This design comes from an exercise in tuning for small area and a short achievable clock period on the open sky130 flow, not from production work. Where RTL was checked, it was by simulation tests only, not by an equivalence proof against the original. For runs 1 to 4, only the layout was checked, not whether the RTL still works. Power and IR drop assume default switching activity.

==> flow/design.v <==
package rv_pkg;
  localparam int REG_ADDR_W  = 5;
  localparam int COMMIT_XLEN = 32;
  typedef struct packed {
    logic [COMMIT_XLEN-1:0] pc;
    logic [REG_ADDR_W-1:0]  rd;
    logic                   we;
    logic [COMMIT_XLEN-1:0] data;
  } commit_entry_t;
  function automatic commit_entry_t force_fields(input commit_entry_t e, input logic valid);
    force_fields = e;
    if (!valid) force_fields = '0;
    else if (e.rd == '0) force_fields = {e.pc, e.rd, 1'b0, e.data};
  endfunction
endpackage
module commit_fifo_2w
#(
  parameter int DEPTH = 6
) (
  input  logic                  clk,
  input  logic                  rst_i,
  input  logic                  wr_open_nx,  
  input  logic [1:0]            wr_cnt,    
  input  logic                  din_e_l2,  
  input  logic                  din_o_l2,  
  input  rv_pkg::commit_entry_t lane1,
  input  rv_pkg::commit_entry_t lane2,
  input  logic [1:0]            rd_cnt,    
  output rv_pkg::commit_entry_t rd_e,      
  output rv_pkg::commit_entry_t rd_o,      
  output logic                  wr_odd,    
  output logic                  wr_odd_nx,
  output logic                  rd_odd_nx  
);
  localparam int HD = DEPTH / 2;
  logic [69:0]      mem_e [0:HD-1];   
  logic [69:0]      mem_o [0:HD-1];
  logic [DEPTH-1:0] wr_ptr, rd_ptr;   
  logic [DEPTH-1:0] wr_ptr_nx, rd_ptr_nx;
  logic             rd_odd;
  logic [HD-1:0]    wi_e, wi_o, ri_e, ri_o;
  logic [HD-1:0]    wi_e_nx, wi_o_nx, ri_e_nx, ri_o_nx;
  logic [69:0]      din_e, din_o;
  function automatic logic [DEPTH-1:0] rot(input logic [DEPTH-1:0] p, input logic [1:0] n);
    case (n)
      2'd1:    rot = {p[DEPTH-2:0], p[DEPTH-1]};
      2'd2:    rot = {p[DEPTH-3:0], p[DEPTH-1:DEPTH-2]};
      default: rot = p;
    endcase
  endfunction
  assign wr_ptr_nx = rot(wr_ptr, wr_cnt);
  assign rd_ptr_nx = rot(rd_ptr, rd_cnt);
  assign wr_odd_nx = wr_odd ^ wr_cnt[0];
  assign rd_odd_nx = rd_odd ^ rd_cnt[0];
  always_comb begin
    for (int j = 0; j < HD; j++) begin
      wi_e_nx[j] = wr_open_nx & (wr_ptr_nx[2 * j] | wr_ptr_nx[(2 * j + DEPTH - 1) % DEPTH]);
      wi_o_nx[j] = wr_open_nx & (wr_ptr_nx[2 * j] | wr_ptr_nx[2 * j + 1]);
      ri_e_nx[j] = rd_ptr_nx[2 * j] | rd_ptr_nx[(2 * j + DEPTH - 1) % DEPTH];
      ri_o_nx[j] = rd_ptr_nx[2 * j] | rd_ptr_nx[2 * j + 1];
    end
  end
  always_ff @(posedge clk or posedge rst_i) begin
    if (rst_i) begin
      wr_ptr <= DEPTH'(1);
      rd_ptr <= DEPTH'(1);
      wr_odd <= 1'b0;
      rd_odd <= 1'b0;
      wi_e   <= HD'(1);
      wi_o   <= HD'(1);
      ri_e   <= HD'(1);
      ri_o   <= HD'(1);
    end else begin
      wr_ptr <= wr_ptr_nx;
      rd_ptr <= rd_ptr_nx;
      wr_odd <= wr_odd_nx;
      rd_odd <= rd_odd_nx;
      wi_e   <= wi_e_nx;
      wi_o   <= wi_o_nx;
      ri_e   <= ri_e_nx;
      ri_o   <= ri_o_nx;
    end
  end
  assign din_e = din_e_l2 ? lane2 : lane1;
  assign din_o = din_o_l2 ? lane2 : lane1;
  always_ff @(posedge clk) begin
    for (int j = 0; j < HD; j++) begin
      if (wi_e[j]) mem_e[j] <= din_e;
      if (wi_o[j]) mem_o[j] <= din_o;
    end
  end
  always_comb begin
    rd_e = '0;
    rd_o = '0;
    for (int j = 0; j < HD; j++) begin
      rd_e = rd_e | ({70{ri_e[j]}} & mem_e[j]);
      rd_o = rd_o | ({70{ri_o[j]}} & mem_o[j]);
    end
  end
endmodule
module wb_order_restorer
#(
  parameter int DEPTH = 8,
  parameter int XLEN  = 32
) (
  input  logic                    clk,
  input  logic                    rst_i,
  input  logic                    in_valid_i,
  output logic                    in_ready_o,
  input  logic                    order_change_i,
  input  logic                    l1_valid_i,
  input  logic [XLEN-1:0]         l1_pc_i,
  input  logic [rv_pkg::REG_ADDR_W-1:0]   l1_rd_i,
  input  logic                    l1_we_i,
  input  logic [XLEN-1:0]         l1_data_i,
  input  logic                    l2_valid_i,
  input  logic [XLEN-1:0]         l2_pc_i,
  input  logic [rv_pkg::REG_ADDR_W-1:0]   l2_rd_i,
  input  logic                    l2_we_i,
  input  logic [XLEN-1:0]         l2_data_i,
  output logic                    c0_valid_o,
  output logic [XLEN-1:0]         c0_pc_o,
  output logic [rv_pkg::REG_ADDR_W-1:0]   c0_rd_o,
  output logic                    c0_we_o,
  output logic [XLEN-1:0]         c0_data_o,
  output logic                    c1_valid_o,
  output logic [XLEN-1:0]         c1_pc_o,
  output logic [rv_pkg::REG_ADDR_W-1:0]   c1_rd_o,
  output logic                    c1_we_o,
  output logic [XLEN-1:0]         c1_data_o,
  input  logic                    commit_ready_i,
  output logic [$clog2(DEPTH):0]  occupancy_o
);
  localparam int CW = $clog2(DEPTH) + 1;
  logic [DEPTH:0]  occ, occ_pop, occ_nx;    
  logic [CW-1:0]   count, count_nx;
  logic            ready, c0_valid, c1_valid;
  logic            cr, accept, both;
  logic            z, one, three, ge2, ge3, ge4;
  logic            ge2_nx, ge3_nx, ge4_nx;
  logic            rem_ge2, rem_one;
  logic [1:0]      push_cnt, t_wr_cnt, t_rd_cnt;
  logic            n0_l2, n1_l2;
  logic            wr_odd, wr_odd_nx, rd_odd_nx;
  logic            h0_o, h0_e, h1_o, h1_e;    
  logic            e_n0_cr, e_n0_nc, o_n0_cr, o_n0_nc;   
  logic            h0_ln, h1_ln, h1_l2;
  rv_pkg::commit_entry_t lane1, lane2, rd_e, rd_o, h0, h1, h0_nx, h1_nx;
  logic [4:0]      h0_s, h1_s;
  assign cr     = commit_ready_i;
  assign accept = in_valid_i & ready;
  assign both   = l1_valid_i & l2_valid_i;
  assign push_cnt = accept ? {both, l1_valid_i ^ l2_valid_i} : 2'd0;
  assign z     = occ[0];
  assign one   = occ[1];
  assign three = occ[3];
  assign rem_ge2 = cr ? ge4 : ge2;
  assign rem_one = cr ? three : one;
  always_comb begin
    occ_pop = occ;
    if (cr) occ_pop = {2'b00, occ[DEPTH:3], occ[2] | occ[1] | occ[0]};
    case (push_cnt)
      2'd1:    occ_nx = {occ_pop[DEPTH-1:0], 1'b0};
      2'd2:    occ_nx = {occ_pop[DEPTH-2:0], 2'b00};
      default: occ_nx = occ_pop;
    endcase
    count_nx = '0;
    for (int k = 0; k <= DEPTH; k++)
      if (occ_nx[k]) count_nx = count_nx | CW'(k);
  end
  assign ge2_nx = ~(occ_nx[0] | occ_nx[1]);
  assign ge3_nx = ~(occ_nx[0] | occ_nx[1] | occ_nx[2]);
  assign ge4_nx = ~(occ_nx[0] | occ_nx[1] | occ_nx[2] | occ_nx[3]);
  always_ff @(posedge clk or posedge rst_i) begin
    if (rst_i) begin
      occ      <= (DEPTH+1)'(1);
      count    <= '0;
      ready    <= 1'b1;
      c0_valid <= 1'b0;
      c1_valid <= 1'b0;
      ge2      <= 1'b0;
      ge3      <= 1'b0;
      ge4      <= 1'b0;
      h0_o     <= 1'b0;
      h0_e     <= 1'b0;
      h1_o     <= 1'b0;
      h1_e     <= 1'b0;
      e_n0_cr  <= 1'b0;
      e_n0_nc  <= 1'b0;
      o_n0_cr  <= 1'b0;
      o_n0_nc  <= 1'b0;
    end else begin
      occ      <= occ_nx;
      count    <= count_nx;
      ready    <= ~(occ_nx[DEPTH] | occ_nx[DEPTH-1]);
      c0_valid <= ~occ_nx[0];
      c1_valid <= ge2_nx;
      ge2      <= ge2_nx;
      ge3      <= ge3_nx;
      ge4      <= ge4_nx;
      h0_o     <= ge3_nx &  rd_odd_nx;
      h0_e     <= ge3_nx & ~rd_odd_nx;
      h1_o     <= ge4_nx & ~rd_odd_nx;
      h1_e     <= ge4_nx &  rd_odd_nx;
      e_n0_cr  <= ~wr_odd_nx & ge4_nx;
      e_n0_nc  <= ~wr_odd_nx & ge2_nx;
      o_n0_cr  <=  wr_odd_nx & ge4_nx;
      o_n0_nc  <=  wr_odd_nx & ge2_nx;
    end
  end
  assign lane1 = {l1_pc_i, l1_rd_i, l1_we_i & (l1_rd_i != '0), l1_data_i};
  assign lane2 = {l2_pc_i, l2_rd_i, l2_we_i & (l2_rd_i != '0), l2_data_i};
  assign n0_l2 = order_change_i ? l2_valid_i : ~l1_valid_i;
  assign n1_l2 = ~order_change_i;
  assign t_rd_cnt = (cr & ge3) ? {ge4, ~ge4} : 2'd0;
  assign t_wr_cnt = rem_ge2 ? push_cnt : {1'b0, rem_one & push_cnt[1]};
  commit_fifo_2w #(.DEPTH(DEPTH - 2)) u_fifo (
    .clk        (clk),
    .rst_i      (rst_i),
    .wr_open_nx (~(occ_nx[DEPTH] | occ_nx[DEPTH-1])),
    .wr_cnt     (t_wr_cnt),
    .din_e_l2   ((cr ? e_n0_cr : e_n0_nc) ? n0_l2 : n1_l2),
    .din_o_l2   ((cr ? o_n0_cr : o_n0_nc) ? n0_l2 : n1_l2),
    .lane1      (lane1),
    .lane2      (lane2),
    .rd_cnt     (t_rd_cnt),
    .rd_e       (rd_e),
    .rd_o       (rd_o),
    .wr_odd     (wr_odd),
    .wr_odd_nx  (wr_odd_nx),
    .rd_odd_nx  (rd_odd_nx)
  );
  assign h0_ln = cr ? ~ge3 : z;                          
  assign h1_ln = cr ? ~ge4 : (z | one);                  
  assign h1_l2 = (cr ? three : one) ? n0_l2 : n1_l2;     
  assign h0_s  = {cr & h0_o, cr & h0_e, h0_ln & n0_l2, h0_ln & ~n0_l2, ~(cr | z)};
  assign h1_s  = {cr & h1_o, cr & h1_e, h1_ln & h1_l2, h1_ln & ~h1_l2, ~(cr | z | one)};
  assign h0_nx = ({70{h0_s[4]}} & rd_o) | ({70{h0_s[3]}} & rd_e) | ({70{h0_s[2]}} & lane2)
               | ({70{h0_s[1]}} & lane1) | ({70{h0_s[0]}} & h0);
  assign h1_nx = ({70{h1_s[4]}} & rd_o) | ({70{h1_s[3]}} & rd_e) | ({70{h1_s[2]}} & lane2)
               | ({70{h1_s[1]}} & lane1) | ({70{h1_s[0]}} & h1);
  always_ff @(posedge clk) begin
    h0 <= h0_nx;
    h1 <= h1_nx;
  end
  assign in_ready_o  = ready;
  assign c0_valid_o  = c0_valid;
  assign c0_pc_o     = h0.pc;
  assign c0_rd_o     = h0.rd;
  assign c0_we_o     = h0.we;
  assign c0_data_o   = h0.data;
  assign c1_valid_o  = c1_valid;
  assign c1_pc_o     = h1.pc;
  assign c1_rd_o     = h1.rd;
  assign c1_we_o     = h1.we;
  assign c1_data_o   = h1.data;
  assign occupancy_o = count;
endmodule
==> flow/flow/run.sh <==
#!/bin/bash
# The standard synthesis and layout (standard.sh), except that from
# floorplan on the delay cells (clkdlybuf4s*, dlygate4sd*, dlymetal6s*) are
# added to the platform's don't-use list, so port buffering and repair use
# plain buffers. Synthesis runs first, unchanged. Each tool's output goes to a
# log file in this folder.
set -euo pipefail
bash standard.sh synth > synth.log 2>&1
# The platform's own don't-use list, as ORFS computes it for this config.
plat=$(make -C "$FLOW_HOME" DESIGN_CONFIG="$FLOW_CONFIG" WORK_HOME="$PWD/orfs" \
         print-DONT_USE_CELLS 2> print_dont_use.log | sed -n 's/^DONT_USE_CELLS: //p')
if [[ -z "$plat" ]]; then
  echo "could not read the platform's DONT_USE_CELLS" >&2
  exit 1
fi
dly=""
for c in clkdlybuf4s15_1 clkdlybuf4s15_2 clkdlybuf4s18_1 clkdlybuf4s18_2 \
         clkdlybuf4s25_1 clkdlybuf4s25_2 clkdlybuf4s50_1 clkdlybuf4s50_2 \
         dlygate4sd1_1 dlygate4sd2_1 dlygate4sd3_1 \
         dlymetal6s2s_1 dlymetal6s4s_1 dlymetal6s6s_1; do
  dly="$dly sky130_fd_sc_hd__$c"
done
echo "DONT_USE_CELLS=$plat$dly" > dont_use.txt
bash standard.sh "DONT_USE_CELLS=$plat$dly" finish > layout.log 2>&1
==> flow/standard.sh <==
#!/bin/bash
# synth_recipe.tcl (not shown) runs the flow's synth.tcl, then flattens the netlist and writes it again
# the make line also repeats each setting of config.mk as NAME=value (left out here)
make -C /OpenROAD-flow-scripts/flow DESIGN_CONFIG=/design/flow/config.mk WORK_HOME=/design/flow/orfs CLKGATE_MAP_FILE= SYNTH_SCRIPT=/design/flow/synth_recipe.tcl "${@:-finish}"
==> flow/config.mk <==
export PLATFORM = sky130hd
export DESIGN_NAME = wb_order_restorer
export DESIGN_NICKNAME = wb_order_restorer
export VERILOG_FILES = /design/flow/design.v
export SDC_FILE = /design/flow/constraint.sdc
export NUM_CORES = 4
export LEC_CHECK = 0
export CAP_MARGIN = 20
export CORE_MARGIN = 2
export CORE_UTILIZATION = 60
export SETUP_SLACK_MARGIN = 2.7
export SLEW_MARGIN = 20
==> flow/constraint.sdc <==
create_clock -name core_clock -period 4.6 [get_ports {clk}]
set_input_delay 0.9200 -clock core_clock [delete_from_list [all_inputs] [get_ports {clk}]]
set_output_delay 0.9200 -clock core_clock [all_outputs]
set_load 0.01 [all_outputs]
==> metrics.cfg, run 1 <==
[yosys]
synth_seq_area_share=0.675
synth_enable_flop_cells=420
postSynthRegisterBits=611
synth_async_sr_flop_share=0.0835
post-synth-top-area-cell=edfxtp_1
synth.avg_cell_area_um2=14.5
post_synth_instance_area_um2=24800
synth-warning-count=4
synth-main-ff-cell=edfxtp_1
yosys.area.top_type_share=0.509
synthDistinctLibCells=46
synthTopCellsByArea=edfxtp_1, dfxtp_1, mux2_2, a222oi_1, dfrtp_1
synthCells=1709
synth_nets=1861

[die]
floorplan.die.height_um=207
pin_count=294
initial_core_utilization=0.608
die_x_um=207
design.core.area_um2=40700
die_ar_um2=42900
std_cell_rows=74

[setup_path]
crit_end_category=flop
timing.critical_path.from_type=input pin
critical_path_peak_fanout=8
timing.critical_path.arrival_ns=2.84
timing.critical_path.required_ns=5.09
setup.worst_path.class=input pin to flop

[route]
route.detailed.vias_per_inst=7.56
via_count=22212
dr.pass1.iters=8
dr.first_iter.drc_count=4926
ant_nets=0
routedWlPerCell_um=36.1
drc=0
route.final.wire_length_mm=106

[place]
cell_area_after_placement_um2=27400
portBuffers=293
routability_congestion_estimate=0.797
post-dp-hpwl_mm=40.1
dp_slack_ns=1.15

[global_route]
wire_length_of_the_first_global_routing_pass_mm=137
vias_in_the_first_global_route=20593
antenna_found_initial=5
gr-usage-all-layers=0.436
grt_start_max_net_pins=71
remaining_overflow_grt=0

[sta]
report.final.slew_viol_count=0
fin_tns_setup_ns=0
fmax_ghz=0.426
finalSetupViolCount=0
timing_hold_violations_final=0
maxSlewHeadroom=0.498
unrepaired_setup_endpoints_after_global_routing=yes
fin_ws_ns=2.25
final_min_period_over_clock_period=0.510
worst-slew-pin-transition_ns=0.753
finalClockSkew_ns=0.0316
finalWorstPathRequiredPeriod_ns=2.35

[final_layout]
most_frequent_cells_in_the_layout=edfxtp_1, buf_1, buf_6, mux2_4, a222oi_1
final_common_cell=edfxtp_1
final.fill_count=1736
design.final.nets=2503
layout-area-overhead-vs-synth_pct=43.9
layout-drive-gt1-share=0.412
final_design_area_no_fill_um2=35600

[run_status]
status=no timing/DRC/antenna violations

[clocking]
tritoncts_buffer_count=60
cts_root_buf=clkbuf_16
cts_tree=yes
clock_insertion_delay_worst_skew_ns=0.64
cts.sinks=611
cts-root-to-sink-buffers=3
clock_h_tree_levels=2
cts.reportedPaths.clkPinSlew_ns=0.06

[pwr]
leakage_power_figure_nw=12.6
cellPowerDensity_nw_per_um2=500
max-vdd-ir-drop_mv=0.452

[min_path]
timing.hold.worst.class=input pin to asynchronous set/reset pin

[flow_run]
max-cap-violations=0

through the flow:
stage | utilization | hold WS [ns] | instances | total power [W]
2_1_floorplan | - | 0.496 | 1709 | 0.00897
3_3_place_gp | 0.672 | 0.458 | 2418 | 0.00989
3_5_place_dp | 0.672 | 0.467 | 2418 | 0.00997
4_1_cts | 0.835 | 0.487 | 2809 | 0.0168
5_1_grt | 0.874 | 0.300 | 2935 | 0.0181
6_report | 0.875 | 0.269 | 2940 | 0.0178
critical path, stage by stage:
cell and delay (ns):
buf_12 0.11, ha_4 0.24, nand3_4 0.09, inv_2 0.05
ha_4 0.33, clkinvlp_4 0.15, buf_1 0.11, a21oi_1 0.18
a211oi_1 0.14, or4_1 0.52
power by group:
part	switching (W)	internal, W	leakage (nW)
combinational	0.00287	0.00293	6.07
clock	0.00215	0.00280	0.969
sequential	0.000482	0.00660	5.61
total	0.00549	0.0123	12.6
flip-flops by register name (all words and copies together) (netlist names), 6 cells and up:
| register | cells |
|---|---|
| u_fifo.mem_e | 210 |
| u_fifo.mem_o | 210 |
| h0 | 70 |
| h1 | 70 |
| occ | 9 |
| u_fifo.rd_ptr | 6 |
| u_fifo.wr_ptr | 6 |
area by class of cell:
class / instances / area, µm² / share of cell area
inverters: 28 / 120 / 0.00337
clock inverters: 30 / 244 / 0.00685
diodes: 7 / 17.5 / 0.000492
repair buffers: 721 / 6620 / 0.186
multi-input cells: 929 / 9290 / 0.261
flip-flops and latches: 611 / 17000 / 0.476
well taps: 532 / 666 / 0.0187
clock buffers: 82 / 1710 / 0.0479
repair_timing:
item	4_1_cts	5_1_grt
gates resized for setup	749	166
endpoints found under the setup margin	808	859
pin swaps	73	101
setup buffers	235	104
cloned	44	19
hold buffers	0	0
final timing paths:
path / slack (ns) / endpoint / start / cells after the start
max in group asynchronous: 3.78 / u_fifo.rd_ptr[0] / rst_i / 3
min in group core_clock: 0.48 / h0[65] / h0[65] / 2
worst min register to register: 0.48 / h0[65] / h0[65] / 2
worst max register to register: 2.27 / count[2] / ready / 8
worst max-delay path: 2.25 / count[2] / l2_valid_i / 10
worst min-delay path: 0.27 / u_fifo.wr_ptr[5] / rst_i / 2
cell families after synthesis:
family / Yosys count / share of synthesized area
AOI/OAI and AO/OA: 553 / 0.186
xor gates and xnor gates: 1 / 0.000354
adders and majority gates: 5 / 0.00253
buffers and inverters: 176 / 0.0314
DFF: 611 / 0.675
muxes: 155 / 0.0703
and+or+nand+nor: 208 / 0.0345
layer usage:
metal,up-vias,global-route usage,wire length (µm)
li1,8448,-,-
met1,10657,0.555,33500
met2,2492,0.683,47100
met3,615,0.124,17100
met4,0,0.231,8470
met5,-,0,0
cells in the mapped netlist (2+ instances only):
cell type  number
a221oi_2        2
edfxtp_1      420
nand2_1        83
o211ai_1       70
buf_2          36
clkbuf_1       97
a221oi_1       72
nand2b_1        4
or4_1           5
a21o_1          2
a221o_1        70
or3_1           2
and3_1          2
a31oi_1         2
dfxtp_1       140
buf_6           9
a2bb2oi_1      70
mux2_2        143
a211oi_1        3
dfrtp_1        43
mux2_4          2
inv_1          28
dfstp_2         8
o21a_1          3
mux2i_1        10
o21ai_0        77
a22oi_1         7
a21oi_1        28
buf_1           5
nor3_1          6
nor2_1         98
nand3_1         3
ha_1            5
nand3b_1        2
o221ai_1        2
a222oi_1      140
==> inputs of run 2 (changes only) <==
--- a/flow/design.v
+++ b/flow/design.v
@@ -20,15 +20,14 @@
   input  logic                  clk,
   input  logic                  rst_i,
   input  logic                  wr_open_nx,  
-  input  logic [1:0]            wr_cnt,    
+  input  logic [2:0]            wr_sel,    
   input  logic                  din_e_l2,  
   input  logic                  din_o_l2,  
   input  rv_pkg::commit_entry_t lane1,
   input  rv_pkg::commit_entry_t lane2,
-  input  logic [1:0]            rd_cnt,    
+  input  logic [2:0]            rd_sel,    
   output rv_pkg::commit_entry_t rd_e,      
   output rv_pkg::commit_entry_t rd_o,      
-  output logic                  wr_odd,    
   output logic                  wr_odd_nx,
   output logic                  rd_odd_nx  
 );
@@ -37,21 +36,18 @@
   logic [69:0]      mem_o [0:HD-1];
   logic [DEPTH-1:0] wr_ptr, rd_ptr;   
   logic [DEPTH-1:0] wr_ptr_nx, rd_ptr_nx;
-  logic             rd_odd;
+  logic             wr_odd, rd_odd;   
   logic [HD-1:0]    wi_e, wi_o, ri_e, ri_o;
   logic [HD-1:0]    wi_e_nx, wi_o_nx, ri_e_nx, ri_o_nx;
   logic [69:0]      din_e, din_o;
-  function automatic logic [DEPTH-1:0] rot(input logic [DEPTH-1:0] p, input logic [1:0] n);
-    case (n)
-      2'd1:    rot = {p[DEPTH-2:0], p[DEPTH-1]};
-      2'd2:    rot = {p[DEPTH-3:0], p[DEPTH-1:DEPTH-2]};
-      default: rot = p;
-    endcase
+  function automatic logic [DEPTH-1:0] rot(input logic [DEPTH-1:0] p, input logic [2:0] n);
+    rot = ({DEPTH{n[0]}} & p) | ({DEPTH{n[1]}} & {p[DEPTH-2:0], p[DEPTH-1]})
+        | ({DEPTH{n[2]}} & {p[DEPTH-3:0], p[DEPTH-1:DEPTH-2]});
   endfunction
-  assign wr_ptr_nx = rot(wr_ptr, wr_cnt);
-  assign rd_ptr_nx = rot(rd_ptr, rd_cnt);
-  assign wr_odd_nx = wr_odd ^ wr_cnt[0];
-  assign rd_odd_nx = rd_odd ^ rd_cnt[0];
+  assign wr_ptr_nx = rot(wr_ptr, wr_sel);
+  assign rd_ptr_nx = rot(rd_ptr, rd_sel);
+  assign wr_odd_nx = wr_odd ^ wr_sel[1];
+  assign rd_odd_nx = rd_odd ^ rd_sel[1];
   always_comb begin
     for (int j = 0; j < HD; j++) begin
       wi_e_nx[j] = wr_open_nx & (wr_ptr_nx[2 * j] | wr_ptr_nx[(2 * j + DEPTH - 1) % DEPTH]);
@@ -135,13 +131,15 @@
   logic [DEPTH:0]  occ, occ_pop, occ_nx;    
   logic [CW-1:0]   count, count_nx;
   logic            ready, c0_valid, c1_valid;
-  logic            cr, accept, both;
+  logic            cr, accept, a0, a1, a2;
+  logic [CW-1:0]   cnt_pop;
+  logic [DEPTH:0]  ge_nx;
   logic            z, one, three, ge2, ge3, ge4;
   logic            ge2_nx, ge3_nx, ge4_nx;
   logic            rem_ge2, rem_one;
-  logic [1:0]      push_cnt, t_wr_cnt, t_rd_cnt;
+  logic [2:0]      t_wr_sel, t_rd_sel;
   logic            n0_l2, n1_l2;
-  logic            wr_odd, wr_odd_nx, rd_odd_nx;
+  logic            wr_odd_nx, rd_odd_nx;
   logic            h0_o, h0_e, h1_o, h1_e;    
   logic            e_n0_cr, e_n0_nc, o_n0_cr, o_n0_nc;   
   logic            h0_ln, h1_ln, h1_l2;
@@ -149,28 +147,40 @@
   logic [4:0]      h0_s, h1_s;
   assign cr     = commit_ready_i;
   assign accept = in_valid_i & ready;
-  assign both   = l1_valid_i & l2_valid_i;
-  assign push_cnt = accept ? {both, l1_valid_i ^ l2_valid_i} : 2'd0;
+  assign a2 = accept & l1_valid_i & l2_valid_i;
+  assign a1 = (accept & l1_valid_i & ~l2_valid_i) | (accept & ~l1_valid_i & l2_valid_i);
+  assign a0 = ~(a1 | a2);
   assign z     = occ[0];
   assign one   = occ[1];
   assign three = occ[3];
   assign rem_ge2 = cr ? ge4 : ge2;
   assign rem_one = cr ? three : one;
+  function automatic logic ge_at(input logic [DEPTH:0] o, input int j);
+    ge_at = 1'b1;
+    for (int k = 0; k <= DEPTH; k++)
+      if (k < j) ge_at = ge_at & ~o[k];
+  endfunction
   always_comb begin
-    occ_pop = occ;
-    if (cr) occ_pop = {2'b00, occ[DEPTH:3], occ[2] | occ[1] | occ[0]};
-    case (push_cnt)
-      2'd1:    occ_nx = {occ_pop[DEPTH-1:0], 1'b0};
-      2'd2:    occ_nx = {occ_pop[DEPTH-2:0], 2'b00};
-      default: occ_nx = occ_pop;
-    endcase
-    count_nx = '0;
+    occ_pop = {2'b00, occ[DEPTH:3], occ[2] | occ[1] | occ[0]};
+    for (int k = 0; k <= DEPTH; k++) begin
+      occ_nx[k] = cr ? ((a0 & occ_pop[k]) | (a1 & (k >= 1 ? occ_pop[(k+DEPTH)%(DEPTH+1)] : 1'b0))
+                                          | (a2 & (k >= 2 ? occ_pop[(k+DEPTH-1)%(DEPTH+1)] : 1'b0)))
+                     : ((a0 & occ[k])     | (a1 & (k >= 1 ? occ[(k+DEPTH)%(DEPTH+1)] : 1'b0))
+                                          | (a2 & (k >= 2 ? occ[(k+DEPTH-1)%(DEPTH+1)] : 1'b0)));
+    end
+    cnt_pop = '0;
     for (int k = 0; k <= DEPTH; k++)
-      if (occ_nx[k]) count_nx = count_nx | CW'(k);
-  end
-  assign ge2_nx = ~(occ_nx[0] | occ_nx[1]);
-  assign ge3_nx = ~(occ_nx[0] | occ_nx[1] | occ_nx[2]);
-  assign ge4_nx = ~(occ_nx[0] | occ_nx[1] | occ_nx[2] | occ_nx[3]);
+      if (occ_pop[k]) cnt_pop = cnt_pop | CW'(k);
+    for (int j = 0; j <= DEPTH; j++) begin
+      ge_nx[j] = cr ? ((a0 & ge_at(occ_pop, j)) | (a1 & ge_at(occ_pop, j - 1)) | (a2 & ge_at(occ_pop, j - 2)))
+                    : ((a0 & ge_at(occ, j))     | (a1 & ge_at(occ, j - 1))     | (a2 & ge_at(occ, j - 2)));
+    end
+    count_nx = cr ? (a2 ? cnt_pop + CW'(2) : a1 ? cnt_pop + CW'(1) : cnt_pop)
+                  : (a2 ? count + CW'(2) : a1 ? count + CW'(1) : count);
+  end
+  assign ge2_nx = ge_nx[2];
+  assign ge3_nx = ge_nx[3];
+  assign ge4_nx = ge_nx[4];
   always_ff @(posedge clk or posedge rst_i) begin
     if (rst_i) begin
       occ      <= (DEPTH+1)'(1);
@@ -192,8 +202,8 @@
     end else begin
       occ      <= occ_nx;
       count    <= count_nx;
-      ready    <= ~(occ_nx[DEPTH] | occ_nx[DEPTH-1]);
-      c0_valid <= ~occ_nx[0];
+      ready    <= ~ge_nx[DEPTH-1];
+      c0_valid <= ge_nx[1];
       c1_valid <= ge2_nx;
       ge2      <= ge2_nx;
       ge3      <= ge3_nx;
@@ -212,21 +222,22 @@
   assign lane2 = {l2_pc_i, l2_rd_i, l2_we_i & (l2_rd_i != '0), l2_data_i};
   assign n0_l2 = order_change_i ? l2_valid_i : ~l1_valid_i;
   assign n1_l2 = ~order_change_i;
-  assign t_rd_cnt = (cr & ge3) ? {ge4, ~ge4} : 2'd0;
-  assign t_wr_cnt = rem_ge2 ? push_cnt : {1'b0, rem_one & push_cnt[1]};
+  assign t_rd_sel = {cr & ge4, cr & three, ~(cr & ge3)};
+  assign t_wr_sel[2] = a2 & rem_ge2;
+  assign t_wr_sel[1] = (a1 & rem_ge2) | (a2 & rem_one);
+  assign t_wr_sel[0] = ~(t_wr_sel[2] | t_wr_sel[1]);
   commit_fifo_2w #(.DEPTH(DEPTH - 2)) u_fifo (
     .clk        (clk),
     .rst_i      (rst_i),
-    .wr_open_nx (~(occ_nx[DEPTH] | occ_nx[DEPTH-1])),
-    .wr_cnt     (t_wr_cnt),
+    .wr_open_nx (~ge_nx[DEPTH-1]),
+    .wr_sel     (t_wr_sel),
     .din_e_l2   ((cr ? e_n0_cr : e_n0_nc) ? n0_l2 : n1_l2),
     .din_o_l2   ((cr ? o_n0_cr : o_n0_nc) ? n0_l2 : n1_l2),
     .lane1      (lane1),
     .lane2      (lane2),
-    .rd_cnt     (t_rd_cnt),
+    .rd_sel     (t_rd_sel),
     .rd_e       (rd_e),
     .rd_o       (rd_o),
-    .wr_odd     (wr_odd),
     .wr_odd_nx  (wr_odd_nx),
     .rd_odd_nx  (rd_odd_nx)
   );
--- a/flow/config.mk
+++ b/flow/config.mk
@@ -8,5 +8,5 @@
 export CAP_MARGIN = 20
 export CORE_MARGIN = 2
 export CORE_UTILIZATION = 60
-export SETUP_SLACK_MARGIN = 2.7
+export SETUP_SLACK_MARGIN = 2.3
 export SLEW_MARGIN = 20
==> metrics.cfg, run 2 <==
[run_status]
status=no timing/DRC/antenna violations

[clocking]
clock_insertion_delay_worst_skew_ns=0.63  ; about the same
cts.sinks=612  ; +0.16%
cts.reportedPaths.clkPinSlew_ns=0.06  ; about the same
cts_root_buf=clkbuf_16
tritoncts_buffer_count=61  ; +1.7%
cts_tree=yes
cts-root-to-sink-buffers=3  ; unchanged
clock_h_tree_levels=2  ; unchanged

[yosys]
synth_enable_flop_cells=420  ; unchanged
synth-warning-count=4  ; unchanged
synthDistinctLibCells=61  ; +33%
postSynthRegisterBits=612  ; +0.16%
ys_top_cells_by_count=edfxtp_1, nor2_1, a222oi_1
post_synth_instance_area_um2=25300  ; +2.2%
synth_seq_area_share=0.661  ; -0.0137
yosys.area.top_type_share=0.498  ; -0.0111
synth_nets=1999  ; +7.4%
synth-main-ff-cell=edfxtp_1
synth.avg_cell_area_um2=13.7  ; -5.5%
synth_async_sr_flop_share=0.0850  ; +0.00150
synthTopCellsByArea=edfxtp_1, dfxtp_1, a222oi_1, mux2_2, dfrtp_1
synthCells=1848  ; +8.1%
post-synth-top-area-cell=edfxtp_1
yosysMostFrequentCell=edfxtp_1

[sta]
worst-slew-pin-transition_ns=1.14  ; +0.384 ns
final_min_period_over_clock_period=0.503  ; -0.00750
finalSetupViolCount=0  ; unchanged
unrepaired_setup_endpoints_after_global_routing=yes
fin_ws_ns=2.29  ; +0.0345 ns
finalClockSkew_ns=0.0163  ; -0.0153 ns
fmax_ghz=0.432  ; +1.5%
timing_hold_violations_final=0  ; unchanged
report.final.slew_viol_count=0  ; unchanged
maxSlewHeadroom=0.242  ; -0.256
finalWorstPathRequiredPeriod_ns=2.31  ; -0.0345 ns
fin_tns_setup_ns=0  ; unchanged

[place]
routability_congestion_estimate=0.831  ; +4.4%
dp_slack_ns=1.18  ; +0.0270 ns
portBuffers=293  ; unchanged
post-dp-hpwl_mm=41.3  ; +3.0%

[die]
initial_core_utilization=0.606  ; -0.00162
die_x_um=209  ; +1.1%
std_cell_rows=75  ; +1.4%
design.core.area_um2=41800  ; +2.5%
pin_count=294  ; unchanged
floorplan.die.height_um=209  ; +1.1%
die_ar_um2=43800  ; +2.2%

[setup_path]
timing.critical_path.arrival_ns=2.69  ; -0.15 ns
timing.critical_path.required_ns=4.97  ; -0.12 ns
timing.critical_path.from_type=input pin
critical_path_peak_fanout=39  ; +31
crit_end_category=flop
setup.worst_path.class=input pin to flop

[route]
ant_nets=0  ; unchanged
dr.pass1.iters=9  ; +1
wl_met3_mm=8.89  ; -48%
routedLengthMet1_mm=29.2  ; -13%
top_layer=met5
met2_wl_post_dr_mm=36.4  ; -23%
route.detailed.vias_per_inst=6.99  ; -7.4%
dr.first_iter.drc_count=2894  ; -41%
route.final.wire_length_mm=77.1  ; -27%
routedWlPerCell_um=28.4  ; -21%
drc=0  ; unchanged
via_count=18999  ; -14%

[global_route]
gr-usage-all-layers=0.341  ; -0.0945
remaining_overflow_grt=0  ; unchanged
grt_start_max_net_pins=72  ; +1.4%
vias_in_the_first_global_route=18397  ; -11%
wire_length_of_the_first_global_routing_pass_mm=112  ; -19%
antenna_found_initial=6  ; +1

[final_layout]
layout-drive-gt1-share=0.160  ; -0.252
utilization=0.704  ; -0.171
largestRegisters=u_fifo.mem_e (210), u_fifo.mem_o (210)
layout-area-overhead-vs-synth_pct=16.1
design.final.nets=2273  ; -9.2%
final_common_cell=edfxtp_1
most_frequent_cells_in_the_layout=edfxtp_1, buf_1, nor2_1, a222oi_1, dfxtp_1

[pwr]
max-vdd-ir-drop_mv=0.377  ; -17%
total_chip_power_w=0.0144  ; -19%
cellPowerDensity_nw_per_um2=489  ; -2.3%
leakage_power_figure_nw=9.79  ; -23%

[flow_run]
max-cap-violations=0  ; unchanged

[min_path]
timing.hold.worst.class=input pin to asynchronous set/reset pin

run 2: report_power, final:
group / switching, W / internal [W] / total, W
Combinational: 0.00165 / 0.000991 / 0.00265
Clock: 0.00209 / 0.00288 / 0.00497
Sequential: 0.000328 / 0.00642 / 0.00675
run 2: stage by stage:
step / instance area (µm²) / hold WS, ns / std cells
finish: 29400 / 0.303 / 2717
global route: 29400 / 0.326 / 2715
CTS: 29200 / 0.288 / 2693
detailed placement: 27000 / 0.461 / 2560
global placement: 27000 / 0.452 / 2559
floorplan: 25600 / 0.461 / 1848
run 2: what timing repair did:
action                                  in CTS  in global routing
cloned                                       3                  0
hold buffers                                 0                  0
pin swaps                                   10                  7
buffers inserted                            15                 18
gates resized for setup                     26                 10
endpoints found under the setup margin     577                420
run 2: area by class of cell:
class	count	area, µm²
multi-input combinational	1055	8080
fill	2955	12400
tap	539	674
inverter	26	97.6
clock buffer	79	1670
antenna	4	10.0
timing repair buffer	366	1750
clock inverter	36	337
sequential	612	16800
run 2: final timing paths:
kind | startpoint | slack (ns) | endpoint | cells after the start
worst max-delay path | commit_ready_i | 2.29 | u_fifo.mem_o[1][7] | 5
worst min-delay path | rst_i | 0.30 | count[3] | 2
worst max register to register | occ[0] | 2.34 | h0[33] | 6
worst min register to register | h0[66] | 0.47 | h0[66] | 2
max in group asynchronous | rst_i | 3.48 | u_fifo.ri_e[0] | 3
min in group core_clock | h0[66] | 0.47 | h0[66] | 2
run 2: worst max-delay path, stage by stage:
cell and delay [ns]:
buf_4 0.29, mux2_2 0.42, a31oi_4 0.22, buf_8 0.38, mux2_2 0.41
run 2: per-layer routing:
| metal | vias up | global-route usage |
|---|---|---|
| met3 | 158 | 0.0690 |
| li1 | 8102 | - |
| met5 | - | 0 |
| met1 | 9456 | 0.462 |
| met2 | 1279 | 0.548 |
| met4 | 4 | 0.135 |
run 2: cells by family after synthesis:
family,count (synthesis),synth area share
AO/OA/AOI/OAI,578,0.181
flip-flops,612,0.661
buffers and inverters,183,0.0340
multiplexers,149,0.0665
AND/OR/NAND/NOR,312,0.0516
XOR/XNOR,6,0.00208
adder cells (fa/ha/maj),8,0.00356
==> inputs of run 3 (changes only) <==
--- a/flow/config.mk
+++ b/flow/config.mk
@@ -7,6 +7,6 @@
 export LEC_CHECK = 0
 export CAP_MARGIN = 20
 export CORE_MARGIN = 2
-export CORE_UTILIZATION = 60
+export CORE_UTILIZATION = 70
 export SETUP_SLACK_MARGIN = 2.3
 export SLEW_MARGIN = 20
==> metrics.cfg, run 3 <==
[route]
route.final.wire_length_mm=75.8  ; -1.7%
dr.first_iter.drc_count=3301  ; +14%
route.detailed.vias_per_inst=7.37  ; +5.5%
via_count=19343  ; +1.8%
dr.pass1.iters=13  ; +4
drc=0  ; unchanged
routedWlPerCell_um=28.9  ; +1.9%
ant_nets=0  ; unchanged

[final_layout]
final_common_cell=edfxtp_1
design.final.nets=2261  ; -0.53%
layout-area-overhead-vs-synth_pct=15.0
most_frequent_cells_in_the_layout=edfxtp_1, buf_1, nor2_1, a222oi_1, dfxtp_1
finalNonFillerCells=2623  ; -3.5%
final.fill_count=2008  ; -32%
largestRegisters=u_fifo.mem_e (210), u_fifo.mem_o (210)
layout-drive-gt1-share=0.155  ; -0.00506

[place]
portBuffers=293  ; unchanged
place_inst=2475  ; -3.3%
post-dp-hpwl_mm=38.8  ; -6.2%
routability_congestion_estimate=0.869  ; +4.5%

[sta]
fin_tns_setup_ns=0  ; unchanged
timing_hold_violations_final=0  ; unchanged
report.final.slew_viol_count=0  ; unchanged
worst-slew-pin-transition_ns=1.15  ; +0.00799 ns
finalClockSkew_ns=0.0278  ; +0.0115 ns
maxSlewHeadroom=0.236  ; -0.00533
finalSetupViolCount=0  ; unchanged
fmax_ghz=0.433  ; +0.15%
finalWorstPathRequiredPeriod_ns=2.31  ; -0.00357 ns
unrepaired_setup_endpoints_after_global_routing=yes
final_min_period_over_clock_period=0.502  ; -0.000776

[clocking]
tritoncts_buffer_count=59  ; -3.3%
cts_hold_repair.buffers=0  ; unchanged
cts_root_buf=clkbuf_16
cts.sinks=612  ; unchanged
cts_tree=yes
clock_h_tree_levels=2  ; unchanged
cts.reportedPaths.clkPinSlew_ns=0.06  ; about the same
clock_insertion_delay_worst_skew_ns=0.62  ; about the same
cts-root-to-sink-buffers=3  ; unchanged

[die]
initial_core_utilization=0.711  ; +0.105
floorplan.die.height_um=194  ; -7.3%
std_cell_rows=69  ; -8.0%
pin_count=294  ; unchanged
die_ar_um2=37700  ; -14%
die_x_um=194  ; -7.3%
design.core.area_um2=35600  ; -15%

[global_route]
antenna_found_initial=6  ; unchanged
grt_start_max_net_pins=72  ; unchanged
wire_length_of_the_first_global_routing_pass_mm=111  ; -1.0%
gr-usage-all-layers=0.385  ; +0.0438
remaining_overflow_grt=0  ; unchanged
vias_in_the_first_global_route=18985  ; +3.2%

[setup_path]
timing.critical_path.from_type=input pin
crit_end_category=flop
timing.critical_path.from=commit_ready_i
cp_slowest_stage_delay_ns=0.41  ; about the same
critPathTopFamily=multiplexers
setup.worst_path.class=input pin to flop
cp_num_buf_inv=2  ; unchanged
reg2reg_from=occ[0]
timing.critical_path.required_ns=4.96  ; about the same
timing.critical_path.arrival_ns=2.67  ; -0.02 ns
cp_slowest_cell=mux2_2
critical_path_peak_fanout=24  ; -38%
crit_path_cell_trace=clkbuf_8 -> mux2_4 -> a31oi_4 -> buf_6 -> mux2_2

[yosys]
synth.avg_cell_area_um2=13.7  ; unchanged
synthTopCellsByArea=edfxtp_1, dfxtp_1, a222oi_1, mux2_2, dfrtp_1
post_synth_instance_area_um2=25300  ; unchanged
yosys.area.top_type_share=0.498  ; unchanged
synth_seq_area_share=0.661  ; unchanged
post-synth-top-area-cell=edfxtp_1
yosysMostFrequentCell=edfxtp_1
synthDistinctLibCells=61  ; unchanged
synth_enable_flop_cells=420  ; unchanged
synth_async_sr_flop_share=0.0850  ; unchanged
synth-main-ff-cell=edfxtp_1
synth-warning-count=4  ; unchanged
ys_top_cells_by_count=edfxtp_1, nor2_1, a222oi_1
synthCells=1848  ; unchanged
postSynthRegisterBits=612  ; unchanged
synth_nets=1999  ; unchanged

[min_path]
timing.hold.worst.class=input pin to asynchronous set/reset pin

[pwr]
leakage_power_figure_nw=9.66  ; -1.4%
cellPowerDensity_nw_per_um2=487  ; -0.32%
max-vdd-ir-drop_mv=0.490  ; +30%

[run_status]
status=no timing/DRC/antenna violations

[flow_run]
max-cap-violations=0  ; unchanged

run 3: where the power goes:
group / internal [W] / switching (W) / total [W]
sequential: 0.00642 / 0.000335 / 0.00676
clock: 0.00274 / 0.00204 / 0.00478
combinational: 0.000968 / 0.00168 / 0.00265
total: 0.0101 / 0.00405 / 0.0142
run 3: worst register-to-register path, delay by kind of cell (launching register included):
family / cells / cell delay (ns)
flip-flops: 1 / 0.62
AO/OA/AOI/OAI: 2 / 0.38
buffers and inverters: 1 / 0.12
multiplexers: 1 / 0.32
AND/OR/NAND/NOR: 1 / 0.76
run 3: timing repair:
item	CTS	global route
resized for setup	34	24
gates cloned	4	1
pin swaps	7	23
endpoints found under the setup margin	589	281
setup buffers	9	19
run 3: cells by family (layout without fill, tap and decap cells):
logic type,after synthesis,count (layout),share of synthesized area
flip-flops,612,612,0.661
AO/OA/AOI/OAI,578,580,0.181
AND/OR/NAND/NOR,312,315,0.0516
buffers and inverters,183,491,0.0340
multiplexers,149,149,0.0665
adder cells (fa/ha/maj),8,8,0.00356
XOR/XNOR,6,6,0.00208
other,0,1,0
run 3: metal layers:
layer	GRT usage	wire, µm	vias to the layer above
met5	0	71	-
met4	0.183	3290	10
met3	0.0882	10800	238
met2	0.619	35700	1704
met1	0.503	26000	9333
li1	-	-	8058
run 3: worst paths after layout:
kind | to | slack (ns) | cells after the start
max in group asynchronous | u_fifo.ri_e[1] | 3.50 | 2
min in group core_clock | h0[65] | 0.47 | 2
max reg2reg | h0[1] | 2.33 | 5
max | u_fifo.mem_e[0][53] | 2.29 | 5
min | count[1] | 0.46 | 2
min reg2reg | h0[65] | 0.47 | 2
run 3: layout make-up:
cell class / instances / area, µm² / share of cell area
flip-flops and latches: 612 / 16800 / 0.576
repair buffers: 353 / 1600 / 0.0549
clock inverters: 33 / 302 / 0.0104
multi-input cells: 1058 / 8140 / 0.280
clock buffers: 79 / 1610 / 0.0554
diodes: 1 / 2.50 / 0.0000860
well taps: 461 / 577 / 0.0198
inverters: 26 / 98.8 / 0.00340
run 3: metrics by stage:
stage | hold WS (ns) | utilization | total power [W] | setup WS (ns) | cell area, µm²
3_3_place_gp | 0.443 | 0.753 | 0.00918 | 0.952 | 26800
4_1_cts | 0.470 | 0.812 | 0.0141 | 2.31 | 28900
2_1_floorplan | 0.461 | - | 0.00841 | 2.14 | 25600
5_1_grt | 0.498 | 0.818 | 0.0146 | 2.27 | 29100
3_5_place_dp | 0.457 | 0.753 | 0.00928 | 0.887 | 26800
6_report | 0.457 | 0.818 | 0.0142 | 2.29 | 29100
==> inputs of run 4 (changes only) <==
--- a/flow/config.mk
+++ b/flow/config.mk
@@ -7,6 +7,6 @@
 export LEC_CHECK = 0
 export CAP_MARGIN = 20
 export CORE_MARGIN = 2
-export CORE_UTILIZATION = 70
-export SETUP_SLACK_MARGIN = 2.3
+export CORE_UTILIZATION = 60
+export SETUP_SLACK_MARGIN = 2.2
 export SLEW_MARGIN = 20
==> metrics.cfg, run 4 <==
[global_route]
antenna_found_initial=6  ; unchanged
vias_in_the_first_global_route=18503  ; -2.5%
wire_length_of_the_first_global_routing_pass_mm=111  ; about the same
remaining_overflow_grt=0  ; unchanged
gr-usage-all-layers=0.335  ; -0.0500
grt_start_max_net_pins=71  ; -1.4%

[yosys]
synthCells=1848  ; unchanged
yosys.area.top_type_share=0.498  ; unchanged
post_synth_instance_area_um2=25300  ; unchanged
synth.avg_cell_area_um2=13.7  ; unchanged
post-synth-top-area-cell=edfxtp_1
synth_seq_area_share=0.661  ; unchanged
postSynthRegisterBits=612  ; unchanged
synth_enable_flop_cells=420  ; unchanged
synthTopCellsByArea=edfxtp_1, dfxtp_1, a222oi_1, mux2_2, dfrtp_1
synth_async_sr_flop_share=0.0850  ; unchanged
ys_top_cells_by_count=edfxtp_1, nor2_1, a222oi_1
synth_nets=1999  ; unchanged
synth-warning-count=4  ; unchanged
synth-main-ff-cell=edfxtp_1
yosysMostFrequentCell=edfxtp_1
synthDistinctLibCells=61  ; unchanged

[final_layout]
final.fill_count=2979  ; +48%
design.final.nets=2253  ; -0.35%
largestRegisters=u_fifo.mem_e (210), u_fifo.mem_o (210)
multi_input_comb_area_um2=8040  ; -1.2%
ff_latch_area_um2=16800  ; unchanged
most_frequent_cells_in_the_layout=edfxtp_1, buf_1, nor2_1, a222oi_1, dfxtp_1
layout-drive-gt1-share=0.155  ; about the same
final_common_cell=edfxtp_1
layout-area-overhead-vs-synth_pct=15.6

[setup_path]
crit_path_cell_trace=buf_1 -> or4_1 -> o21ai_0 -> inv_1 -> nand2_1 -> o21ai_0
crit_end_category=flop
cp_slowest_cell=o21ai_0
crit_top_cell=o21ai_0
setup.worst_path.class=input pin to flop
timing.critical_path.arrival_ns=2.69  ; +0.02 ns
timing.critical_path.required_ns=4.90  ; -0.06 ns
cp_slowest_stage_delay_ns=0.61  ; +0.20 ns
timing.critical_path.from_type=input pin
cp_num_buf_inv=2  ; unchanged
critPathTopFamily=compound AO/OA/AOI/OAI gates
critical_path_peak_fanout=5  ; -79%

[clocking]
cts-root-to-sink-buffers=3  ; unchanged
clock_h_tree_levels=2  ; unchanged
tritoncts_buffer_count=61  ; +3.4%
cts_tree=yes
cts.reportedPaths.clkPinSlew_ns=0.06  ; about the same
clock_insertion_delay_worst_skew_ns=0.62  ; about the same
cts.sinks=612  ; unchanged
cts_root_buf=clkbuf_16

[sta]
unrepaired_setup_endpoints_after_global_routing=no
finalClockSkew_ns=0.0152  ; -0.0126 ns
worst-slew-pin-transition_ns=1.16  ; +0.0162 ns
finalWorstPathRequiredPeriod_ns=2.38  ; +0.0715 ns
maxSlewHeadroom=0.226  ; -0.0108
final_min_period_over_clock_period=0.518  ; +0.0155
timing_hold_violations_final=0  ; unchanged
fmax_ghz=0.420  ; -3.0%
finalSetupViolCount=0  ; unchanged
fin_tns_setup_ns=0  ; unchanged
report.final.slew_viol_count=0  ; unchanged

[route]
routedLengthMet1_mm=28.4  ; +9.4%
route.final.wire_length_mm=74.9  ; -1.1%
met2_wl_post_dr_mm=35.6  ; -0.34%
dr.first_iter.drc_count=2836  ; -14%
route.detailed.vias_per_inst=6.98  ; -5.4%
drc=0  ; unchanged
routedWlPerCell_um=27.8  ; -3.8%
via_count=18818  ; -2.7%
dr.pass1.iters=7  ; -6
top_layer=met5
wl_met3_mm=8.30  ; -23%
ant_nets=0  ; unchanged

[pwr]
power_frac_seq=0.468  ; -0.008
max-vdd-ir-drop_mv=0.427  ; -13%
leakage_power_figure_nw=9.72  ; +0.70%
power.switching_fraction=0.278  ; -0.00768
internal-power_w=0.0104  ; +2.7%
clkPwrFrac=0.351  ; +0.014
total_chip_power_w=0.0144  ; +1.7%
cellPowerDensity_nw_per_um2=493  ; +1.2%
comb_power_share=0.181  ; -0.006
switchingPower_w=0.00401  ; -1.1%

[die]
floorplan.die.height_um=209  ; +7.8%
std_cell_rows=75  ; +8.7%
initial_core_utilization=0.606  ; -0.105
die_ar_um2=43800  ; +16%
design.core.area_um2=41800  ; +17%
pin_count=294  ; unchanged
die_x_um=209  ; +7.8%

[run_status]
status=no timing/DRC/antenna violations

[min_path]
timing.hold.worst.class=flop to flop

[place]
portBuffers=293  ; unchanged
routability_congestion_estimate=0.816  ; -6.1%
post-dp-hpwl_mm=40.5  ; +4.5%

[flow_run]
max-cap-violations=0  ; unchanged

[run 4: cell types whose count changed in the layout (fill, tap and decap cells not counted), sizes merged, moves of 2 or more]
cell / previous run / this run
diode: 1 / 3
clkbuf: 84 / 88
buf: 348 / 341
and2: 9 / 7
o21a: 4 / 2
[run 4: power by group through the flow]
stage | logic [W] | clock network [W] | registers [W]
2_1_floorplan | 0.00148 | 0 | 0.00693
3_3_place_gp | 0.00243 | 0 | 0.00684
3_5_place_dp | 0.00247 | 0 | 0.00685
4_1_cts | 0.00256 | 0.00512 | 0.00674
5_1_grt | 0.00278 | 0.00534 | 0.00678
6_report | 0.00261 | 0.00506 | 0.00675
[run 4: tightest hold or removal path, cell delays in order, from the launching register on]
cell and delay (ns):
dfxtp_1 0.32, nand2_1 0.05, o211ai_1 0.06
[run 4: final timing paths]
path | from | to | slack (ns) | depth (start not counted)
min reg2reg | h0[10] | h0[10] | 0.47 | 2
max | l1_rd_i[3] | u_fifo.mem_e[2][32] | 2.22 | 6
min | h0[10] | h0[10] | 0.47 | 2
min in group asynchronous | rst_i | count[2] | 0.49 | 2
max in group asynchronous | rst_i | h1_o | 3.21 | 3
max reg2reg | occ[0] | h0[15] | 2.31 | 7
[run 4: per-layer routing]
metal,global-route usage,vias to the layer above
met1,0.443,9298
met5,0,-
met3,0.0678,174
li1,-,8043
met2,0.551,1297
met4,0.130,6
[run 4: timing repair]
item                                    4_1_cts  5_1_grt
hold buffers                                  0        0
resized for setup                            21       12
gates cloned                                  2        0
pin swaps                                     4        3
buffers inserted                             11        6
endpoints found under the setup margin      575      120
[run 4: final cells by class]
class                           instances  share of cell area
Sequential cell                       612               0.573
Multi-Input combinational cell       1054               0.275
Clock buffer                           83              0.0603
Timing Repair Buffer                  347              0.0539
Tap cell                              539              0.0231
Clock inverter                         33              0.0108
Inverter                               26             0.00334
Antenna cell                            3            0.000257
[run 4: logic make-up after synthesis]
group | count (synthesis) | synth area share
flops | 612 | 0.661
compound gates | 578 | 0.181
simple gates | 312 | 0.0516
buf+inv | 183 | 0.0340
mux | 149 | 0.0665
fa+ha+maj | 8 | 0.00356
xor+xnor | 6 | 0.00208
[run 4: stage by stage]
stage | setup slack, ns | cell area, µm² | hold WS (ns) | util | std cells
6_report | 2.22 | 29200 | 0.468 | 0.700 | 2697
5_1_grt | 2.20 | 29200 | 0.491 | 0.700 | 2696
4_1_cts | 2.20 | 29200 | 0.473 | 0.698 | 2688
3_5_place_dp | 0.938 | 26900 | 0.459 | 0.644 | 2559
3_3_place_gp | 0.991 | 26900 | 0.443 | 0.644 | 2559
2_1_floorplan | 2.14 | 25600 | 0.461 | - | 1848
==> inputs of run 5 (changes only) <==
--- a/flow/design.v
+++ b/flow/design.v
@@ -28,7 +28,7 @@
   input  logic [2:0]            rd_sel,    
   output rv_pkg::commit_entry_t rd_e,      
   output rv_pkg::commit_entry_t rd_o,      
-  output logic                  wr_odd_nx,
+  output logic                  wr_odd,    
   output logic                  rd_odd_nx  
 );
   localparam int HD = DEPTH / 2;
@@ -36,7 +36,8 @@
   logic [69:0]      mem_o [0:HD-1];
   logic [DEPTH-1:0] wr_ptr, rd_ptr;   
   logic [DEPTH-1:0] wr_ptr_nx, rd_ptr_nx;
-  logic             wr_odd, rd_odd;   
+  logic             rd_odd;           
+  logic             wr_odd_nx;
   logic [HD-1:0]    wi_e, wi_o, ri_e, ri_o;
   logic [HD-1:0]    wi_e_nx, wi_o_nx, ri_e_nx, ri_o_nx;
   logic [69:0]      din_e, din_o;
@@ -134,14 +135,12 @@
   logic            cr, accept, a0, a1, a2;
   logic [CW-1:0]   cnt_pop;
   logic [DEPTH:0]  ge_nx;
-  logic            z, one, three, ge2, ge3, ge4;
+  logic            z, one, three, ge3, ge4;
   logic            ge2_nx, ge3_nx, ge4_nx;
-  logic            rem_ge2, rem_one;
   logic [2:0]      t_wr_sel, t_rd_sel;
   logic            n0_l2, n1_l2;
-  logic            wr_odd_nx, rd_odd_nx;
+  logic            wr_odd, rd_odd_nx;
   logic            h0_o, h0_e, h1_o, h1_e;    
-  logic            e_n0_cr, e_n0_nc, o_n0_cr, o_n0_nc;   
   logic            h0_ln, h1_ln, h1_l2;
   rv_pkg::commit_entry_t lane1, lane2, rd_e, rd_o, h0, h1, h0_nx, h1_nx;
   logic [4:0]      h0_s, h1_s;
@@ -153,8 +152,6 @@
   assign z     = occ[0];
   assign one   = occ[1];
   assign three = occ[3];
-  assign rem_ge2 = cr ? ge4 : ge2;
-  assign rem_one = cr ? three : one;
   function automatic logic ge_at(input logic [DEPTH:0] o, input int j);
     ge_at = 1'b1;
     for (int k = 0; k <= DEPTH; k++)
@@ -188,57 +185,47 @@
       ready    <= 1'b1;
       c0_valid <= 1'b0;
       c1_valid <= 1'b0;
-      ge2      <= 1'b0;
       ge3      <= 1'b0;
       ge4      <= 1'b0;
       h0_o     <= 1'b0;
       h0_e     <= 1'b0;
       h1_o     <= 1'b0;
       h1_e     <= 1'b0;
-      e_n0_cr  <= 1'b0;
-      e_n0_nc  <= 1'b0;
-      o_n0_cr  <= 1'b0;
-      o_n0_nc  <= 1'b0;
     end else begin
       occ      <= occ_nx;
       count    <= count_nx;
       ready    <= ~ge_nx[DEPTH-1];
       c0_valid <= ge_nx[1];
       c1_valid <= ge2_nx;
-      ge2      <= ge2_nx;
       ge3      <= ge3_nx;
       ge4      <= ge4_nx;
       h0_o     <= ge3_nx &  rd_odd_nx;
       h0_e     <= ge3_nx & ~rd_odd_nx;
       h1_o     <= ge4_nx & ~rd_odd_nx;
       h1_e     <= ge4_nx &  rd_odd_nx;
-      e_n0_cr  <= ~wr_odd_nx & ge4_nx;
-      e_n0_nc  <= ~wr_odd_nx & ge2_nx;
-      o_n0_cr  <=  wr_odd_nx & ge4_nx;
-      o_n0_nc  <=  wr_odd_nx & ge2_nx;
     end
   end
   assign lane1 = {l1_pc_i, l1_rd_i, l1_we_i & (l1_rd_i != '0), l1_data_i};
   assign lane2 = {l2_pc_i, l2_rd_i, l2_we_i & (l2_rd_i != '0), l2_data_i};
   assign n0_l2 = order_change_i ? l2_valid_i : ~l1_valid_i;
   assign n1_l2 = ~order_change_i;
-  assign t_rd_sel = {cr & ge4, cr & three, ~(cr & ge3)};
-  assign t_wr_sel[2] = a2 & rem_ge2;
-  assign t_wr_sel[1] = (a1 & rem_ge2) | (a2 & rem_one);
-  assign t_wr_sel[0] = ~(t_wr_sel[2] | t_wr_sel[1]);
+  assign t_wr_sel = {a2, a1, a0};
+  assign t_rd_sel[2] = cr ? (ge4 | (three & ~a0) | (~ge3 & a2)) : (z & a2);
+  assign t_rd_sel[1] = cr ? ((three & a0) | (~ge3 & a1)) : ((z & a1) | (one & ~a0));
+  assign t_rd_sel[0] = ~(t_rd_sel[2] | t_rd_sel[1]);
   commit_fifo_2w #(.DEPTH(DEPTH - 2)) u_fifo (
     .clk        (clk),
     .rst_i      (rst_i),
     .wr_open_nx (~ge_nx[DEPTH-1]),
     .wr_sel     (t_wr_sel),
-    .din_e_l2   ((cr ? e_n0_cr : e_n0_nc) ? n0_l2 : n1_l2),
-    .din_o_l2   ((cr ? o_n0_cr : o_n0_nc) ? n0_l2 : n1_l2),
+    .din_e_l2   (wr_odd ? n1_l2 : n0_l2),
+    .din_o_l2   (wr_odd ? n0_l2 : n1_l2),
     .lane1      (lane1),
     .lane2      (lane2),
     .rd_sel     (t_rd_sel),
     .rd_e       (rd_e),
     .rd_o       (rd_o),
-    .wr_odd_nx  (wr_odd_nx),
+    .wr_odd     (wr_odd),
     .rd_odd_nx  (rd_odd_nx)
   );
   assign h0_ln = cr ? ~ge3 : z;                          
--- a/flow/config.mk
+++ b/flow/config.mk
@@ -8,5 +8,5 @@
 export CAP_MARGIN = 20
 export CORE_MARGIN = 2
 export CORE_UTILIZATION = 60
-export SETUP_SLACK_MARGIN = 2.2
+export SETUP_SLACK_MARGIN = 2.45
 export SLEW_MARGIN = 20
==> metrics.cfg, run 5 <==
[yosys]
synth_nets=2010  ; +0.55%
synth-main-ff-cell=edfxtp_1
synth.area.mux_share=0.0698  ; +0.00332
synthAdderAreaFrac=0.00513  ; +0.00157
largest_family_of_logic_cells_by_synthesized_area=compound AO/OA/AOI/OAI gates
ys_top_cells_by_count=edfxtp_1, nand2_1, a222oi_1
synth_xor_xnor_area_share=0.00237  ; +0.000290
postSynthRegisterBits=608  ; -0.65%
post_synth_instance_area_um2=25400  ; +0.27%
synth.avg_cell_area_um2=13.6  ; -0.33%
post-synth-top-area-cell=edfxtp_1
yosysMostFrequentCell=edfxtp_1
synth-warning-count=4  ; unchanged
synth_async_sr_flop_share=0.0789  ; -0.00602
synthDistinctLibCells=69  ; +13%
yosys.area_share.simple=0.0569  ; +0.00529
synth_seq_area_share=0.655  ; -0.00570
synthCells=1859  ; +0.60%
share_of_the_synthesized_area_in_compound_gates_ao_oa_aoi_oai=0.175  ; -0.00620
yosys.area.top_type_share=0.497  ; -0.00133
synth_enable_flop_cells=420  ; unchanged
synthTopCellsByArea=edfxtp_1, dfxtp_1, mux2_2, a222oi_1, a221oi_1

[route]
dr.pass1.iters=8  ; +1
routedWlPerCell_um=28.9  ; +4.2%
dr.first_iter.drc_count=3063  ; +8.0%
drc=0  ; unchanged
route.detailed.vias_per_inst=7.06  ; +1.2%
via_count=19144  ; +1.7%
ant_nets=0  ; unchanged
route.final.wire_length_mm=78.5  ; +4.8%

[pwr]
clkPwrFrac=0.254  ; -0.097
power.switching_fraction=0.340  ; +0.0623
max-vdd-ir-drop_mv=0.699  ; +64%
power_frac_seq=0.495  ; +0.027
comb_power_share=0.251  ; +0.070
cellPowerDensity_nw_per_um2=639  ; +30%
switchingPower_w=0.00656  ; +63%
leakage_power_figure_nw=10.7  ; +10%
internal-power_w=0.0127  ; +22%

[setup_path]
timing.rr.end=h1[0]
setup.worst_path.class=flop to flop
reg2reg_from=u_fifo.ri_o[0]
timing.critical_path.arrival_ns=2.79  ; +0.10 ns
crit_end_category=flop
critical_path_peak_fanout=70  ; +65
timing.critical_path.required_ns=5.16  ; +0.26 ns
timing.reg2reg.worst_path_depth=4  ; -3
timing.critical_path.from_type=flop
setup.reg_to_reg.worst_slack_ns=2.37  ; +0.06 ns

[clocking]
cts_tree=yes
cts-root-to-sink-buffers=3  ; unchanged
tritoncts_buffer_count=59  ; -3.3%
cts_root_buf=clkbuf_16
clock_insertion_delay_worst_skew_ns=0.63  ; about the same
cts.sinks=608  ; -0.65%
clock_h_tree_levels=2  ; unchanged
cts.reportedPaths.clkPinSlew_ns=0.06  ; about the same

[global_route]
grt_start_max_net_pins=71  ; unchanged
grt.met3_usage=0.0723  ; +0.00449
vias_in_the_first_global_route=18984  ; +2.6%
wire_length_of_the_first_global_routing_pass_mm=115  ; +3.4%
globalRouteMet2Util=0.556  ; +0.00481
top_usage_layer=met2
antenna_found_initial=1  ; -5
gr-usage-all-layers=0.348  ; +0.0128
remaining_overflow_grt=0  ; unchanged
use_met1=0.477  ; +0.0340

[min_path]
timing.hold.worst.class=input pin to asynchronous set/reset pin

[die]
std_cell_rows=75  ; unchanged
pin_count=294  ; unchanged
die_x_um=210  ; +0.13%
initial_core_utilization=0.606  ; about the same
floorplan.die.height_um=210  ; +0.13%
die_ar_um2=44000  ; +0.26%
design.core.area_um2=41900  ; +0.22%

[sta]
final_min_period_over_clock_period=0.484  ; -0.0339
finalHoldWorstSlack_ns=0.419  ; -0.0489 ns
report.final.slew_viol_count=0  ; unchanged
timing_hold_violations_final=0  ; unchanged
fin_tns_setup_ns=0  ; unchanged
finalClockSkew_ns=0.0204  ; +0.00521 ns
worst-slew-pin-transition_ns=1.14  ; -0.0189 ns
fmax_ghz=0.449  ; +7.0%
finalWorstPathRequiredPeriod_ns=2.23  ; -0.156 ns
maxSlewHeadroom=0.238  ; +0.0126
finalSetupViolCount=0  ; unchanged
unrepaired_setup_endpoints_after_global_routing=yes

[place]
portBuffers=293  ; unchanged
routability_congestion_estimate=0.825  ; +1.1%
place_inst=2564  ; +0.20%
cell_area_after_placement_um2=27700  ; +3.1%
post-dp-hpwl_mm=42.5  ; +4.9%

[final_layout]
design.final.nets=2270  ; +0.75%
finalNonFillerCells=2712  ; +0.56%
most_frequent_cells_in_the_layout=edfxtp_1, buf_1, nand2_1, a222oi_1, dfxtp_1
final_design_area_no_fill_um2=30100  ; +3.0%
final.fill_count=2935  ; -1.5%
largestRegisters=u_fifo.mem_e (210), u_fifo.mem_o (210)
multi_input_comb_area_um2=9000  ; +12%
final_common_cell=edfxtp_1
layout-drive-gt1-share=0.229  ; +0.0740
layout-area-overhead-vs-synth_pct=18.7
utilization=0.720  ; +0.0193
ff_latch_area_um2=16700  ; -0.54%

[flow_run]
max-cap-violations=0  ; unchanged

[run_status]
status=no timing/DRC/antenna violations

run 5: changes by cell type after synthesis, sizes merged, moves of 63 or more:
cell / previous run / this run
a221o: 71 / 0
o21ai: 81 / 11
nand2: 95 / 222
a221oi: 76 / 139
o22ai: 9 / 72
nor2: 175 / 78
run 5: worst max path at each step:
stage	start	cells past startpoint	slack, ns	end
after global placement	l1_valid_i	5	1.27	u_fifo.mem_o[0][54]
after global routing	u_fifo.ri_o[0]	4	2.34	h1[67]
after detailed placement	l1_valid_i	5	1.24	u_fifo.mem_o[1][55]
after CTS	ready	1	2.33	in_ready_o
final	u_fifo.ri_o[0]	4	2.37	h1[0]
after floorplan	commit_ready_i	7	2.27	h1[32]
run 5: critical path, cell delays in order (launching register included):
cell      delay [ns]
dfstp_4         1.27
a222oi_1        0.32
o22ai_1         0.38
a221oi_2        0.05
nand2_1         0.07
run 5: through the flow:
step	worst slack, ns	power, W
floorplan	2.27	0.0122
global placement	1.27	0.0139
detailed placement	1.24	0.0141
CTS	2.33	0.0191
global route	2.34	0.0200
finish	2.37	0.0193
run 5: final cells by class:
cell class,count,share of cell area
timing repair buffer,366,0.0572
antenna,3,0.000249
inverter,22,0.00287
clock buffer,83,0.0544
clock inverter,29,0.0105
tap,539,0.0224
sequential,608,0.554
multi-input combinational,1062,0.299
run 5: power groups by stage:
stage               sequential [W]  combinational (W)  clock [W]
floorplan                  0.00918            0.00305          0
global placement           0.00964            0.00429          0
detailed placement         0.00974            0.00438          0
CTS                        0.00963            0.00454    0.00493
global route               0.00968            0.00516    0.00513
finish                     0.00954            0.00483    0.00489
run 5: what timing repair did:
item / in CTS / in global routing
pin swaps: 5 / 9
setup endpoints to repair: 606 / 413
cloned: 2 / 0
gates resized for setup: 45 / 35
hold buffers: 0 / 0
setup buffers: 15 / 16
run 5: layer usage:
| layer | up-vias | wire, µm |
|---|---|---|
| met5 | - | 0 |
| li1 | 8151 | - |
| met3 | 197 | 8380 |
| met1 | 9572 | 30900 |
| met2 | 1224 | 36600 |
| met4 | 0 | 2630 |
run 5: kinds of logic after synthesis:
group                      Yosys count
xor gates and xnor gates             6
muxes                              159
DFF                                608
AOI/OAI and AO/OA                  538
and+or+nand+nor                    345
adders and majority gates           12
buffers and inverters              191

==> afterwards: timing with drivers on the ports <==
In the flow no input, the clock included, has a driving cell. The finished layouts below were timed again as built, in two steps. Step 1 (the two cells are an assumption about what drives the block):
set clk [get_ports {clk}]
set_driving_cell -lib_cell sky130_fd_sc_hd__clkbuf_16 $clk
set_driving_cell -lib_cell sky130_fd_sc_hd__buf_2 [delete_from_list [all_inputs] $clk]
Step 2 adds t to the input delays and takes it off the output delays; t is the mean of the earliest and latest rising clock arrival at the registers after step 1. Input paths then give back, and output paths get back, about the clock's delay inside the block. a / b / c = no drivers / after step 1 / after step 2; a / b = the first two.
run	t, ns	slack for setup (ns)	worst setup path after step 2
run 1	0.683	2.252 / 2.267 / 1.584	input to register
run 2	0.677	2.287 / 2.289 / 1.638	input to register
run 3	0.665	2.290 / 2.288 / 1.643	input to register
run 4	0.669	2.219 / 2.255 / 1.586	input to register
run 5	0.678	2.375 / 2.358 / 1.893	input to register
After both steps every run listed still meets setup and hold. The setup slack of run 1, which loses most, moves by +0.015 ns with the drivers and by -0.668 ns with both steps.
